This design comes from an exercise in tuning for small area, a short achievable clock period and few clock cycles per item on the open sky130 flow, not from production work. In this exercise RTL edits were held to simulation tests only and were not proved equivalent to the original. Power and IR drop assume default switching activity.

==> inputs of 02-05 <==
// dfu_top
module dfu_top (
	input  logic        clk,
	input  logic        rst,
	input  logic        a_valid,
	input  logic [4:0]  a_op,
	input  logic [31:0] a_data,
	output logic        a_ready,
	input  logic        b_valid,
	input  logic [31:0] b_data,
	output logic        b_ready,
	output logic        res_valid,
	output logic [31:0] res_data,
	input  logic        res_ready
);
==> flow/config.mk <==
export PLATFORM = sky130hd
export DESIGN_NAME = dfu_top
export DESIGN_NICKNAME = dfu_top
export VERILOG_FILES = /design/flow/design.v
export SDC_FILE = /design/flow/constraint.sdc
export NUM_CORES = 4
export LEC_CHECK = 0
export CAP_MARGIN = 20
export CORE_MARGIN = 2
export CORE_UTILIZATION = 40
export SETUP_SLACK_MARGIN = 4.8
export SLEW_MARGIN = 20
export SYNTH_HIERARCHICAL = 1
export TNS_END_PERCENT = 0
export DONT_USE_CELLS = sky130_fd_sc_hd__fa_1 sky130_fd_sc_hd__fa_2 sky130_fd_sc_hd__fa_4 sky130_fd_sc_hd__ha_1 sky130_fd_sc_hd__ha_2 sky130_fd_sc_hd__ha_4
export BUFFER_PORTS_ARGS = -buffer_cell sky130_fd_sc_hd__buf_1
==> flow/constraint.sdc <==
create_clock -name core_clock -period 9.0 [get_ports {clk}]
set_input_delay 1.8000 -clock core_clock [delete_from_list [all_inputs] [get_ports {clk}]]
set_output_delay 1.8000 -clock core_clock [all_outputs]
set_load 0.01 [all_outputs]
standard.sh (not shown) runs the stock make flow with config.mk's settings and CLKGATE_MAP_FILE= SYNTH_SCRIPT=/design/flow/synth_recipe.tcl, a recipe that flattens the netlist after the stock synthesis.
==> flow/flow/run.sh <==
#!/bin/bash
# The standard layout, with two changes to how it is made:
# - the full and half adder cells are kept out of synthesis, so the
#   reduction tree is mapped to plain gates, which are faster;
# - every port still gets its own buffer, but a plain buf_1 (resized
#   later by the repair steps as timing needs) instead of the larger
#   clock-delay buffer the port buffering picks by default.
set -euo pipefail
cat >> config.mk <<'EOC'
export DONT_USE_CELLS = sky130_fd_sc_hd__fa_1 sky130_fd_sc_hd__fa_2 sky130_fd_sc_hd__fa_4 sky130_fd_sc_hd__ha_1 sky130_fd_sc_hd__ha_2 sky130_fd_sc_hd__ha_4
export BUFFER_PORTS_ARGS = -buffer_cell sky130_fd_sc_hd__buf_1
EOC
bash standard.sh finish > standard.log 2>&1
==> 11-20: changes against 02-05 <==
--- a/flow/design.v
+++ b/flow/design.v
@@ -111,40 +111,54 @@
 	output logic take
 );
 	assign load = ~all_full | res_ready;
 	assign take = a_valid & b_valid & (~all_full | res_ready);
 endmodule
 module int_alu (
-	input  logic [15:0]    tok_one,
-	input  logic [15:0]    tok_neg,
-	output dfu_pkg::word_t b
+	input  dfu_pkg::alu_op_t tok_op,
+	input  dfu_pkg::word_t   tok_a,
+	input  logic [15:0]      tok_one,
+	input  logic [15:0]      tok_neg,
+	output dfu_pkg::word_t   alu_s,
+	output dfu_pkg::word_t   alu_c,
+	output logic             alu_ci
 );
+	dfu_pkg::word_t b;
+	logic           is_add;
+	logic           is_sub;
+	logic           is_cmp;
+	dfu_pkg::word_t res;
 	always_comb begin
 		for (int j = 0; j < 16; j++) begin
 			b[2*j+1] = tok_neg[j];
 			b[2*j] = tok_one[j] ^ ((j > 0) ? tok_neg[(j+15)%16] : 1'b0);
 		end
 	end
+	assign is_add = (tok_op == dfu_pkg::OP_ADD);
+	assign is_sub = (tok_op == dfu_pkg::OP_SUB);
+	assign is_cmp = (tok_op >= dfu_pkg::OP_EQ) & (tok_op <= dfu_pkg::OP_SLE);
+	always_comb begin
+		case (tok_op)
+			dfu_pkg::OP_AND: res = tok_a & b;
+			dfu_pkg::OP_OR:  res = tok_a | b;
+			dfu_pkg::OP_XOR: res = tok_a ^ b;
+			default:         res = '0;
+		endcase
+	end
+	assign alu_s = (is_add | is_sub | is_cmp) ? tok_a : res;
+	assign alu_c = is_add ? b : ((is_sub | is_cmp) ? ~b : '0);
+	assign alu_ci = is_sub | is_cmp;
 endmodule
 module mul_pipe (
-	input  dfu_pkg::alu_op_t op,
-	input  logic [31:0]      x,
-	input  logic [15:0]      b_one,
-	input  logic [15:0]      b_two,
-	input  logic [15:0]      b_neg,
-	input  logic [31:0]      b,
-	output logic [31:0]      in_s,
-	output logic [31:0]      in_c,
-	output logic             in_ci
+	input  logic [31:0] x,
+	input  logic [15:0] b_one,
+	input  logic [15:0] b_two,
+	input  logic [15:0] b_neg,
+	output logic [31:0] s,
+	output logic [31:0] c
 );
-	logic [31:0] s;
-	logic [31:0] c;
-	logic        sel_m;
-	logic        sel_x;
-	logic        is_add;
-	logic        is_sub;
 	logic pp_0_0;
 	logic pp_0_1;
 	logic pp_0_2;
 	logic pp_0_3;
 	logic pp_0_4;
 	logic pp_0_5;
@@ -1707,36 +1721,12 @@
 	assign c[26] = c234;
 	assign c[27] = c235;
 	assign c[28] = c236;
 	assign c[29] = c237;
 	assign c[30] = c238;
 	assign c[31] = c239;
-	assign sel_m = (op == dfu_pkg::OP_MUL) | (op == dfu_pkg::OP_SHL) |
-		(op == dfu_pkg::OP_LSHR) | (op == dfu_pkg::OP_ASHR);
-	assign is_add = (op == dfu_pkg::OP_ADD);
-	assign is_sub = (op == dfu_pkg::OP_SUB) |
-		((op >= dfu_pkg::OP_EQ) & (op <= dfu_pkg::OP_SLE));
-	assign sel_x = is_add | is_sub;
-	always_comb begin
-		if (sel_m) begin
-			in_s = s;
-			in_c = c;
-		end else if (sel_x) begin
-			in_s = x;
-			in_c = is_sub ? ~b : b;
-		end else begin
-			in_c = '0;
-			case (op)
-				dfu_pkg::OP_AND: in_s = x & b;
-				dfu_pkg::OP_OR:  in_s = x | b;
-				dfu_pkg::OP_XOR: in_s = x ^ b;
-				default:         in_s = '0;
-			endcase
-		end
-	end
-	assign in_ci = is_sub;
 endmodule
 module result_buffer (
 	input  logic           clk,
 	input  logic           rst,
 	input  logic           in_valid,
 	input  dfu_pkg::word_t in_s,
@@ -1853,16 +1843,21 @@
 	logic [15:0]      tok_one;
 	logic [15:0]      tok_two;
 	logic [15:0]      tok_neg;
 	logic             tok_inv;
 	logic             tok_ready;
 	logic             down_full;
-	dfu_pkg::word_t   b;
+	dfu_pkg::word_t   alu_s;
+	dfu_pkg::word_t   alu_c;
+	logic             alu_ci;
+	dfu_pkg::word_t   mul_s;
+	dfu_pkg::word_t   mul_c;
+	logic             use_mul;
+	logic             use_rsh;
 	dfu_pkg::word_t   in_s;
 	dfu_pkg::word_t   in_c;
-	logic             in_ci;
 	operand_join join0 (
 		.clk       (clk),
 		.rst       (rst),
 		.a_valid   (a_valid),
 		.a_op      (a_op),
 		.a_data    (a_data),
@@ -1878,34 +1873,39 @@
 		.tok_neg   (tok_neg),
 		.tok_inv   (tok_inv),
 		.down_full (down_full),
 		.res_ready (res_ready)
 	);
 	int_alu alu0 (
+		.tok_op  (tok_op),
+		.tok_a   (tok_a),
 		.tok_one (tok_one),
 		.tok_neg (tok_neg),
-		.b       (b)
+		.alu_s   (alu_s),
+		.alu_c   (alu_c),
+		.alu_ci  (alu_ci)
 	);
 	mul_pipe mul0 (
-		.op    (tok_op),
 		.x     (tok_a),
 		.b_one (tok_one),
 		.b_two (tok_two),
 		.b_neg (tok_neg),
-		.b     (b),
-		.in_s  (in_s),
-		.in_c  (in_c),
-		.in_ci (in_ci)
+		.s     (mul_s),
+		.c     (mul_c)
 	);
+	assign use_mul = (tok_op == dfu_pkg::OP_MUL) | (tok_op == dfu_pkg::OP_SHL);
+	assign use_rsh = (tok_op == dfu_pkg::OP_LSHR) | (tok_op == dfu_pkg::OP_ASHR);
+	assign in_s = (use_mul | use_rsh) ? mul_s : alu_s;
+	assign in_c = (use_mul | use_rsh) ? mul_c : alu_c;
 	result_buffer rbuf0 (
 		.clk       (clk),
 		.rst       (rst),
 		.in_valid  (tok_valid),
 		.in_s      (in_s),
 		.in_c      (in_c),
-		.in_ci     (in_ci),
+		.in_ci     (alu_ci),
 		.in_op     (tok_op),
 		.in_inv    (tok_inv),
 		.in_ready  (tok_ready),
 		.down_full (down_full),
 		.res_valid (res_valid),
 		.res_data  (res_data),
==> flow/flow/run.sh (replaced) <==
#!/bin/bash
# The standard layout, with the full and half adder cells kept out of
# synthesis: the reduction tree is mapped to plain gates, which are faster.
set -euo pipefail
cat >> config.mk <<'EOC'
export DONT_USE_CELLS = sky130_fd_sc_hd__fa_1 sky130_fd_sc_hd__fa_2 sky130_fd_sc_hd__fa_4 sky130_fd_sc_hd__ha_1 sky130_fd_sc_hd__ha_2 sky130_fd_sc_hd__ha_4
EOC
bash standard.sh finish > standard.log 2>&1
Settings changed: BUFFER_PORTS_ARGS -buffer_cell sky130_fd_sc_hd__buf_1 to not set, SETUP_SLACK_MARGIN 4.8 to 5.0, TNS_END_PERCENT 0 to not set.
==> 05-04: changes against 02-05 <==
--- a/flow/design.v
+++ b/flow/design.v
@@ -111,40 +111,54 @@
 	output logic take
 );
 	assign load = ~all_full | res_ready;
 	assign take = a_valid & b_valid & (~all_full | res_ready);
 endmodule
 module int_alu (
-	input  logic [15:0]    tok_one,
-	input  logic [15:0]    tok_neg,
-	output dfu_pkg::word_t b
+	input  dfu_pkg::alu_op_t tok_op,
+	input  dfu_pkg::word_t   tok_a,
+	input  logic [15:0]      tok_one,
+	input  logic [15:0]      tok_neg,
+	output dfu_pkg::word_t   alu_s,
+	output dfu_pkg::word_t   alu_c,
+	output logic             alu_ci
 );
+	dfu_pkg::word_t b;
+	logic           is_add;
+	logic           is_sub;
+	logic           is_cmp;
+	dfu_pkg::word_t res;
 	always_comb begin
 		for (int j = 0; j < 16; j++) begin
 			b[2*j+1] = tok_neg[j];
 			b[2*j] = tok_one[j] ^ ((j > 0) ? tok_neg[(j+15)%16] : 1'b0);
 		end
 	end
+	assign is_add = (tok_op == dfu_pkg::OP_ADD);
+	assign is_sub = (tok_op == dfu_pkg::OP_SUB);
+	assign is_cmp = (tok_op >= dfu_pkg::OP_EQ) & (tok_op <= dfu_pkg::OP_SLE);
+	always_comb begin
+		case (tok_op)
+			dfu_pkg::OP_AND: res = tok_a & b;
+			dfu_pkg::OP_OR:  res = tok_a | b;
+			dfu_pkg::OP_XOR: res = tok_a ^ b;
+			default:         res = '0;
+		endcase
+	end
+	assign alu_s = (is_add | is_sub | is_cmp) ? tok_a : res;
+	assign alu_c = is_add ? b : ((is_sub | is_cmp) ? ~b : '0);
+	assign alu_ci = is_sub | is_cmp;
 endmodule
 module mul_pipe (
-	input  dfu_pkg::alu_op_t op,
-	input  logic [31:0]      x,
-	input  logic [15:0]      b_one,
-	input  logic [15:0]      b_two,
-	input  logic [15:0]      b_neg,
-	input  logic [31:0]      b,
-	output logic [31:0]      in_s,
-	output logic [31:0]      in_c,
-	output logic             in_ci
+	input  logic [31:0] x,
+	input  logic [15:0] b_one,
+	input  logic [15:0] b_two,
+	input  logic [15:0] b_neg,
+	output logic [31:0] s,
+	output logic [31:0] c
 );
-	logic [31:0] s;
-	logic [31:0] c;
-	logic        sel_m;
-	logic        sel_x;
-	logic        is_add;
-	logic        is_sub;
 	logic pp_0_0;
 	logic pp_0_1;
 	logic pp_0_2;
 	logic pp_0_3;
 	logic pp_0_4;
 	logic pp_0_5;
@@ -1707,36 +1721,12 @@
 	assign c[26] = c234;
 	assign c[27] = c235;
 	assign c[28] = c236;
 	assign c[29] = c237;
 	assign c[30] = c238;
 	assign c[31] = c239;
-	assign sel_m = (op == dfu_pkg::OP_MUL) | (op == dfu_pkg::OP_SHL) |
-		(op == dfu_pkg::OP_LSHR) | (op == dfu_pkg::OP_ASHR);
-	assign is_add = (op == dfu_pkg::OP_ADD);
-	assign is_sub = (op == dfu_pkg::OP_SUB) |
-		((op >= dfu_pkg::OP_EQ) & (op <= dfu_pkg::OP_SLE));
-	assign sel_x = is_add | is_sub;
-	always_comb begin
-		if (sel_m) begin
-			in_s = s;
-			in_c = c;
-		end else if (sel_x) begin
-			in_s = x;
-			in_c = is_sub ? ~b : b;
-		end else begin
-			in_c = '0;
-			case (op)
-				dfu_pkg::OP_AND: in_s = x & b;
-				dfu_pkg::OP_OR:  in_s = x | b;
-				dfu_pkg::OP_XOR: in_s = x ^ b;
-				default:         in_s = '0;
-			endcase
-		end
-	end
-	assign in_ci = is_sub;
 endmodule
 module result_buffer (
 	input  logic           clk,
 	input  logic           rst,
 	input  logic           in_valid,
 	input  dfu_pkg::word_t in_s,
@@ -1853,16 +1843,21 @@
 	logic [15:0]      tok_one;
 	logic [15:0]      tok_two;
 	logic [15:0]      tok_neg;
 	logic             tok_inv;
 	logic             tok_ready;
 	logic             down_full;
-	dfu_pkg::word_t   b;
+	dfu_pkg::word_t   alu_s;
+	dfu_pkg::word_t   alu_c;
+	logic             alu_ci;
+	dfu_pkg::word_t   mul_s;
+	dfu_pkg::word_t   mul_c;
+	logic             use_mul;
+	logic             use_rsh;
 	dfu_pkg::word_t   in_s;
 	dfu_pkg::word_t   in_c;
-	logic             in_ci;
 	operand_join join0 (
 		.clk       (clk),
 		.rst       (rst),
 		.a_valid   (a_valid),
 		.a_op      (a_op),
 		.a_data    (a_data),
@@ -1878,34 +1873,39 @@
 		.tok_neg   (tok_neg),
 		.tok_inv   (tok_inv),
 		.down_full (down_full),
 		.res_ready (res_ready)
 	);
 	int_alu alu0 (
+		.tok_op  (tok_op),
+		.tok_a   (tok_a),
 		.tok_one (tok_one),
 		.tok_neg (tok_neg),
-		.b       (b)
+		.alu_s   (alu_s),
+		.alu_c   (alu_c),
+		.alu_ci  (alu_ci)
 	);
 	mul_pipe mul0 (
-		.op    (tok_op),
 		.x     (tok_a),
 		.b_one (tok_one),
 		.b_two (tok_two),
 		.b_neg (tok_neg),
-		.b     (b),
-		.in_s  (in_s),
-		.in_c  (in_c),
-		.in_ci (in_ci)
+		.s     (mul_s),
+		.c     (mul_c)
 	);
+	assign use_mul = (tok_op == dfu_pkg::OP_MUL) | (tok_op == dfu_pkg::OP_SHL);
+	assign use_rsh = (tok_op == dfu_pkg::OP_LSHR) | (tok_op == dfu_pkg::OP_ASHR);
+	assign in_s = (use_mul | use_rsh) ? mul_s : alu_s;
+	assign in_c = (use_mul | use_rsh) ? mul_c : alu_c;
 	result_buffer rbuf0 (
 		.clk       (clk),
 		.rst       (rst),
 		.in_valid  (tok_valid),
 		.in_s      (in_s),
 		.in_c      (in_c),
-		.in_ci     (in_ci),
+		.in_ci     (alu_ci),
 		.in_op     (tok_op),
 		.in_inv    (tok_inv),
 		.in_ready  (tok_ready),
 		.down_full (down_full),
 		.res_valid (res_valid),
 		.res_data  (res_data),
Settings changed: SETUP_SLACK_MARGIN 4.8 to 5.0.
==> summary.txt <==
item	02-05	11-20	05-04
Proportion of final cell area spent on non-clock buffers	0.0412	0.0804	0.0528
Smallest hold slack	459 ps	424 ps	436 ps
Fraction of the mapped netlist area in simple logic gates	0.104	0.125	0.125
Gp weighted congestion	0.936	0.893	0.896
Routed wire per std cell	22.5 microns	23.0 microns	22.6 microns
Total design power	0.0111 W	0.0114 W	0.0112 W
Non-clock inverters	77	53	53
Fin worst setup slack	4840 ps	4890 ps	4870 ps
Net switching share of the total power	0.471	0.481	0.487
Wire length reported by the detailed router	82200 microns	87300 microns	85700 microns
Max-slew headroom at the worst pin	0.284	0.259	0.317
Slack of the worst reg-to-reg path	4890 ps	5030 ps	4960 ps
Fraction of met2 tracks used by global routing	0.406	0.422	0.406
Drt first pass iters	8	6	6
Outcome	complete, no violations	complete, no violations	complete, no violations
Register area share after synthesis	0.228	0.226	0.226
Number of instances in the placed design	3602	3702	3698
Sequential logic power	0.00161 W	0.00162 W	0.00163 W
Clk pwr share	0.071	0.065	0.071
Total number of nets in the final design	2872	3009	3008
Antenna diodes	0	1	0
Post-DP Area	0.0258 sq mm	0.0265 sq mm	0.0257 sq mm
Detailed route wirelength on metal2	37900 microns	40500 microns	38600 microns
Testbench counts of 02-05, summed over its fixed seeds: cycles 18,336, items 16,000.
Testbench counts of 11-20, summed over its fixed seeds: cycles 18,336, items 16,000.
Testbench counts of 05-04, summed over its fixed seeds: cycles 18,336, items 16,000.

==> re-timing with driven ports <==
No port has a modelled driver above. Below, the same layouts with a new extraction and two added sets of constraints.
Step 1 sets driving cells, clkbuf_16 on the clock port and buf_2 on the other inputs (assumed; they add their load-dependent delay and slew).
Step 2 adds t to the input delays and takes it off the output delays; t is the mean of the earliest and latest rising clock arrival at the registers after step 1. Input paths then give back, and output paths get back, about the clock's delay inside the block.
Three values: ideal, step 1, step 2; two values: the first two.
run | shift t [ns] | setup slack, ns | worst setup path after step 2
02-05 | 0.542 | 4.842 / 4.816 / 4.816 | input to output
11-20 | 0.514 | 4.889 / 4.858 / 4.590 | input to register
05-04 | 0.516 | 4.874 / 4.841 / 4.727 | input to register
After both steps every run listed still meets setup and hold. The setup slack of 11-20, which loses most, moves by -0.031 ns with the drivers and by -0.299 ns with both steps.
